Source: an optimization exercise on an open RTL-to-GDS flow (aim: small area). Production flows keep margins and buffers that such runs may drop. The RTL was checked by simulation tests, not by an equivalence proof against the original design.

==> inputs of job 1036 <==
// game_video_top
module game_video_top (
  input  logic       pxl_clk,
  input  logic       reset,
  input  logic       sck,
  input  logic       sdi,
  input  logic       fsync,
  output logic       hsync,
  output logic       vsync,
  output logic       sync_b,
  output logic [7:0] r,
  output logic [7:0] g,
  output logic [7:0] b
);
Settings: LEC_CHECK=0, CAP_MARGIN=20, CORE_MARGIN=2, CORE_UTILIZATION=40, SLEW_MARGIN=20; clock period 12.5 ns.
run.sh (not shown) runs the stock make flow with config.mk's settings and CLKGATE_MAP_FILE= SYNTH_SCRIPT=/design/flow/synth_recipe.tcl, a recipe that flattens the netlist after the stock synthesis.
==> job 1757: changes against job 1036 <==
==> flow/design.v (replaced) <==
`timescale 1ns/1ps
`default_nettype none
module rc_add #(parameter int W = 10) (
  input  logic [W-1:0] a,
  input  logic [W-1:0] b,
  input  logic         ci,
  output logic [W-1:0] s,
  output logic         co
);
  logic [W:0] c;
  assign c[0] = ci;
  for (genvar i = 0; i < W; i++) begin : g_b
    assign s[i]   = a[i] ^ b[i] ^ c[i];
    assign c[i+1] = (a[i] & b[i]) | (c[i] & (a[i] ^ b[i]));
  end
  assign co = c[W];
endmodule
module rc_inc #(parameter int W = 10) (
  input  logic [W-1:0] a,
  input  logic         ci,
  output logic [W-1:0] s
);
  logic [W:0] c;
  assign c[0] = ci;
  for (genvar i = 0; i < W; i++) begin : g_b
    assign s[i]   = a[i] ^ c[i];
    assign c[i+1] = a[i] & c[i];
  end
endmodule
module rc_carry #(parameter int W = 10) (
  input  logic [W-1:0] a,
  input  logic [W-1:0] b,
  input  logic         ci,
  output logic         co
);
  logic [W:0] c;
  assign c[0] = ci;
  for (genvar i = 0; i < W; i++) begin : g_b
    assign c[i+1] = (a[i] & b[i]) | (c[i] & (a[i] | b[i]));
  end
  assign co = c[W];
endmodule
module rc_absdiff #(parameter int W = 10) (
  input  logic [W-1:0] a,
  input  logic [W-1:0] b,
  output logic [W-1:0] d
);
  logic [W-1:0] e;
  logic         nc;
  logic [W:0]   c;
  rc_add #(W) u_sub (.a(a), .b(~b), .ci(1'b1), .s(e), .co(nc));
  assign c[0] = ~nc;
  for (genvar i = 0; i < W; i++) begin : g_n
    assign d[i]   = (e[i] ^ ~nc) ^ c[i];
    assign c[i+1] = (e[i] ^ ~nc) & c[i];
  end
endmodule
module rc_absdiff6 #(parameter int W = 10) (
  input  logic [W-1:0] a,
  input  logic [W-1:0] b,
  output logic [W-1:0] d
);
  logic [W-1:0] e;
  logic         c;
  logic [W:0]   p;
  rc_add #(W) u_sub (.a(a), .b(~b), .ci(1'b1), .s(e), .co(c));
  assign p[0] = 1'b0;
  for (genvar i = 0; i < W; i++) begin : g_n
    assign d[i]   = e[i] ^ (~c & p[i]);
    assign p[i+1] = p[i] | e[i];
  end
endmodule
module target_eval (
  input  logic [9:0] px,
  input  logic [9:0] py,
  input  logic [9:0] tx,
  input  logic [9:0] ty,
  input  logic [7:0] tt,
  input  logic [7:0] ct,
  input  logic       active,
  output logic       hit,
  output logic       tcol
);
  logic [9:0] dx, dy;
  logic       far;
  logic [9:0] s, t1, diag;
  logic [7:0] delta;
  logic       u0, u1, u2, u3;
  logic       core, rim, in_ring;
  rc_absdiff6 #(10) u_dx (.a(px), .b(tx), .d(dx));
  rc_absdiff6 #(10) u_dy (.a(py), .b(ty), .d(dy));
  assign far = dx[9] | dy[9];
  rc_add #(10) u_s (.a({1'b0, dx[8:0]}), .b({1'b0, dy[8:0]}), .ci(1'b0), .s(s), .co(u0));
  rc_add #(10) u_d1 (.a(s), .b(~{2'b00, s[9:2]}), .ci(1'b1), .s(t1), .co(u1));
  rc_add #(10) u_d2 (.a(t1), .b(~{5'b00000, s[9:5]}), .ci(1'b1), .s(diag), .co(u2));
  rc_add #(8)  u_dt (.a(tt), .b(~ct), .ci(1'b1), .s(delta), .co(u3));
  logic [9:0] kn, rx, ry, rd;
  logic       cx, cy, cd;
  assign kn = ~({2'b00, delta} + 10'd26);
  rc_add #(10) u_rx (.a({1'b0, dx[8:0]}), .b(kn), .ci(1'b1), .s(rx), .co(cx));
  rc_add #(10) u_ry (.a({1'b0, dy[8:0]}), .b(kn), .ci(1'b1), .s(ry), .co(cy));
  rc_add #(10) u_rd (.a(diag), .b(kn), .ci(1'b1), .s(rd), .co(cd));
  assign in_ring = (cx | cy | cd) & ~(cx & |rx[9:2]) & ~(cy & |ry[9:2]) & ~(cd & |rd[9:2]);
  assign core = dx[8:0] < 9'd25 & dy[8:0] < 9'd25 & diag < 10'd25;
  assign rim  = dx[8:0] < 9'd30 & dy[8:0] < 9'd30 & diag < 10'd30;
  assign hit  = active & ~far & (in_ring | rim);
  assign tcol = in_ring | core;
endmodule
`default_nettype wire
`timescale 1ns/1ps
`default_nettype none
module game_video_top (
  input  logic       pxl_clk,
  input  logic       reset,
  input  logic       sck,
  input  logic       sdi,
  input  logic       fsync,
  output logic       hsync,
  output logic       vsync,
  output logic       sync_b,
  output logic [7:0] r,
  output logic [7:0] g,
  output logic [7:0] b
);
  logic [2:0]  pin_meta;
  logic [2:0]  pin_sync;
  logic        sck_prev;
  logic [4:0]  bit_cnt;
  logic        word_valid;
  logic [31:0] shift;
  logic        shift_en;
  logic        word_done;
  logic [31:0] next_word;
  assign shift_en  = pin_sync[2] & pin_sync[1] & ~sck_prev;
  assign word_done = shift_en & (&bit_cnt);
  assign next_word = {shift[30:0], pin_sync[0]};
  always_ff @(posedge pxl_clk) begin
    pin_meta <= {fsync, sck, sdi};
    pin_sync <= pin_meta;
  end
  always_ff @(posedge pxl_clk) begin
    if (reset) begin
      sck_prev   <= 1'b0;
      bit_cnt    <= '0;
      word_valid <= 1'b0;
    end else begin
      sck_prev   <= pin_sync[1];
      word_valid <= word_done;
      if (!pin_sync[2]) begin
        bit_cnt <= '0;
      end else if (shift_en) begin
        bit_cnt <= bit_cnt + 1'b1;
      end
    end
  end
  always_ff @(posedge pxl_clk) begin
    if (shift_en) begin
      shift <= next_word;
    end
  end
  logic       e_word, e_status, e_timer, e_append, e_retire, e_clear;
  logic [7:0] health;
  logic [7:0] cur_time;
  logic [9:0] mouse_x;
  logic [9:0] mouse_y;
  logic [7:0] active;
  logic [9:0] tx [8];
  logic [9:0] ty [8];
  logic [7:0] tt [8];
  logic [2:0] start_ptr;
  logic [2:0] end_ptr;
  assign e_word   = word_done & ~reset;
  assign e_status = e_word & (next_word[31:30] == 2'b00);
  assign e_timer  = e_word & (next_word[31:30] == 2'b01);
  assign e_append = e_word & (next_word[31:29] == 3'b111);
  assign e_retire = e_word & (next_word[31:29] == 3'b110);
  assign e_clear  = word_valid & (shift == 32'h8000_0000);
  always_ff @(posedge pxl_clk) begin
    if (reset) begin
      health   <= '0;
      cur_time <= '0;
      mouse_x  <= '0;
      mouse_y  <= '0;
    end else begin
      if (e_status) begin
        health <= next_word[29:22];
      end
      if (e_timer) begin
        cur_time <= next_word[29:22];
        mouse_x  <= next_word[21:12];
        mouse_y  <= next_word[11:2];
      end
    end
  end
  always_ff @(posedge pxl_clk) begin
    if (reset || e_clear) begin
      active    <= '0;
      start_ptr <= '0;
      end_ptr   <= '0;
    end else if (e_append) begin
      active[end_ptr] <= 1'b1;
      end_ptr         <= end_ptr + 1'b1;
    end else if (e_retire) begin
      active[start_ptr] <= 1'b0;
      start_ptr         <= start_ptr + 1'b1;
    end
  end
  always_ff @(posedge pxl_clk) begin
    if (e_append) begin
      tx[end_ptr] <= next_word[28:19];
      ty[end_ptr] <= next_word[18:9];
      tt[end_ptr] <= cur_time + 8'd60;
    end
  end
  logic [9:0] px;
  logic [9:0] py;
  always_ff @(posedge pxl_clk) begin
    if (reset) begin
      px <= 10'd873;
      py <= 10'd987;
    end else if (px == 10'd647) begin
      px <= 10'd872;
      py <= (py == 10'd487) ? 10'd987 : py + 1'b1;
    end else begin
      px <= px + 1'b1;
    end
  end
  logic [7:0] hit_n, tcol_n;
  for (genvar k = 0; k < 8; k++) begin : g_t
    target_eval u_ev (
      .px(px), .py(py), .tx(tx[k]), .ty(ty[k]), .tt(tt[k]), .ct(cur_time),
      .active(active[k]), .hit(hit_n[k]), .tcol(tcol_n[k])
    );
  end
  logic [10:0] cx, cy;
  logic        on_cursor_n, in_bar_n, bar_filled_n, in_active_n, hs_n, vs_n;
  assign cx = {1'b0, px} + 11'd6 - {1'b0, mouse_x};
  assign cy = {1'b0, py} + 11'd6 - {1'b0, mouse_y};
  assign on_cursor_n  = (cx <= 11'd12 && cy >= 11'd5 && cy <= 11'd7) ||
                        (cy <= 11'd12 && cx >= 11'd5 && cx <= 11'd7);
  assign in_bar_n     = px >= 10'd50 && px < 10'd305 && py >= 10'd20 && py < 10'd30;
  assign bar_filled_n = px < 10'd50 + {2'b00, health};
  assign in_active_n  = (px < 10'd640) && (py < 10'd480);
  assign hs_n         = ~(px >= 10'd880 && px < 10'd976);
  assign vs_n         = ~(py >= 10'd989 && py < 10'd991);
  logic [7:0] hit, tcol;
  logic [2:0] start_ptr_d;
  logic       on_cursor, in_bar, bar_filled, in_active, hs, vs;
  always_ff @(posedge pxl_clk) begin
    hit         <= hit_n;
    tcol        <= tcol_n;
    start_ptr_d <= start_ptr;
    on_cursor   <= on_cursor_n;
    in_bar      <= in_bar_n;
    bar_filled  <= bar_filled_n;
    in_active   <= in_active_n & ~reset;
    hs          <= hs_n | reset;
    vs          <= vs_n | reset;
  end
  logic [7:0] hit_r, tcol_r;
  logic       any_hit, win_tcol;
  assign hit_r  = 8'({hit, hit} >> start_ptr_d);
  assign tcol_r = 8'({tcol, tcol} >> start_ptr_d);
  always_comb begin
    any_hit  = 1'b0;
    win_tcol = 1'b0;
    for (int k = 7; k >= 0; k--) begin
      if (hit_r[k]) begin
        any_hit  = 1'b1;
        win_tcol = tcol_r[k];
      end
    end
  end
  logic c_black, c_tgt, c_white, c_cur;
  always_comb begin
    c_black = 1'b0; c_tgt = 1'b0; c_white = 1'b0; c_cur = 1'b0;
    if (!in_active)       c_black = 1'b1;
    else if (on_cursor)   c_cur = 1'b1;
    else if (in_bar)      begin c_white = bar_filled; c_black = ~bar_filled; end
    else if (any_hit)     begin c_tgt = win_tcol; c_white = ~win_tcol; end
  end
  logic r7, rl, g7, g6, gl, b7, b6, bl;
  always_ff @(posedge pxl_clk) begin
    if (reset) begin
      hsync  <= 1'b1;
      vsync  <= 1'b1;
      sync_b <= 1'b1;
      {r7, rl, g7, g6, gl, b7, b6, bl} <= '0;
    end else begin
      hsync  <= hs;
      vsync  <= vs;
      sync_b <= hs & vs;
      r7 <= ~c_black;
      rl <= c_white | c_cur;
      g7 <= ~c_black & ~c_cur;
      g6 <= c_white | c_cur;
      gl <= c_white;
      b7 <= ~c_black & ~c_cur;
      b6 <= c_white | c_cur | c_tgt;
      bl <= c_white | c_tgt;
    end
  end
  assign r = {r7, {7{rl}}};
  assign g = {g7, g6, {6{gl}}};
  assign b = {b7, b6, {6{bl}}};
endmodule
`default_nettype wire
- CORE_UTILIZATION: 40 -> 60
- CTS_CLUSTER_DIAMETER: not set -> 90
- CTS_CLUSTER_SIZE: not set -> 30
==> summary of the runs <==
Job 1036 ran to the end with no violations. Job 1757 completed without violations.
In job 1036 the non-clock buffer count is higher than in job 1757, by 229.
Utilization: job 1757 is higher than job 1036 (18 points).
In job 1036 the synthesized cell count is larger than in job 1757, by about 25%.
Of job 1757 and job 1036, job 1757 has the higher worst setup slack (gap 100 ps).
==> figures <==
item                                                                               job 1036                 job 1757
Max stage delay cell, worst path                                                       fa_2                     fa_1
Worst slew pin tran                                                                 1156 ps                  1130 ps
Sequential-to-total area share from yosys stat                                       26.28%                   30.14%
Source-to-sink clock delay at the later pin of the worst-skew pair                   570 ps                   600 ps
Most common cell after layout, fill and taps aside                                    inv_1                     fa_1
Run status                                                          complete, no violations  complete, no violations
Detailed-route wire length per cell                                                22.01 µm                 23.50 µm
Compound-gate portion of the synthesized area                                        14.22%                   6.685%
Total global routing track utilization                                               23.65%                   31.92%
Area taken by flip-flops and latches                                           0.009550 mm²              0.01003 mm²

port drivers added, routing unchanged:
The flow's constraints put no driver on any port. The routed layouts listed below were extracted and timed again, unchanged, in two steps. Step 1 assumes that a clkbuf_16 drives the clock port and a buf_2 every other input. Step 2 also shifts input and output timing later by t, the mid clock arrival at the registers, as if the neighbouring blocks saw the same clock. Three values: no drivers, after step 1, after step 2; two values: the first two.
| run | shift t [ns] | slack for setup (ns) | hold slack, ns |
|---|---|---|---|
| job 1036 | 0.623 | 0.397 / 0.397 / 0.397 | 0.329 / 0.329 / 0.329 |
| job 1757 | 0.645 | 0.498 / 0.498 / 0.498 | 0.339 / 0.339 / 0.339 |
After both steps setup and hold are still met in every run listed.
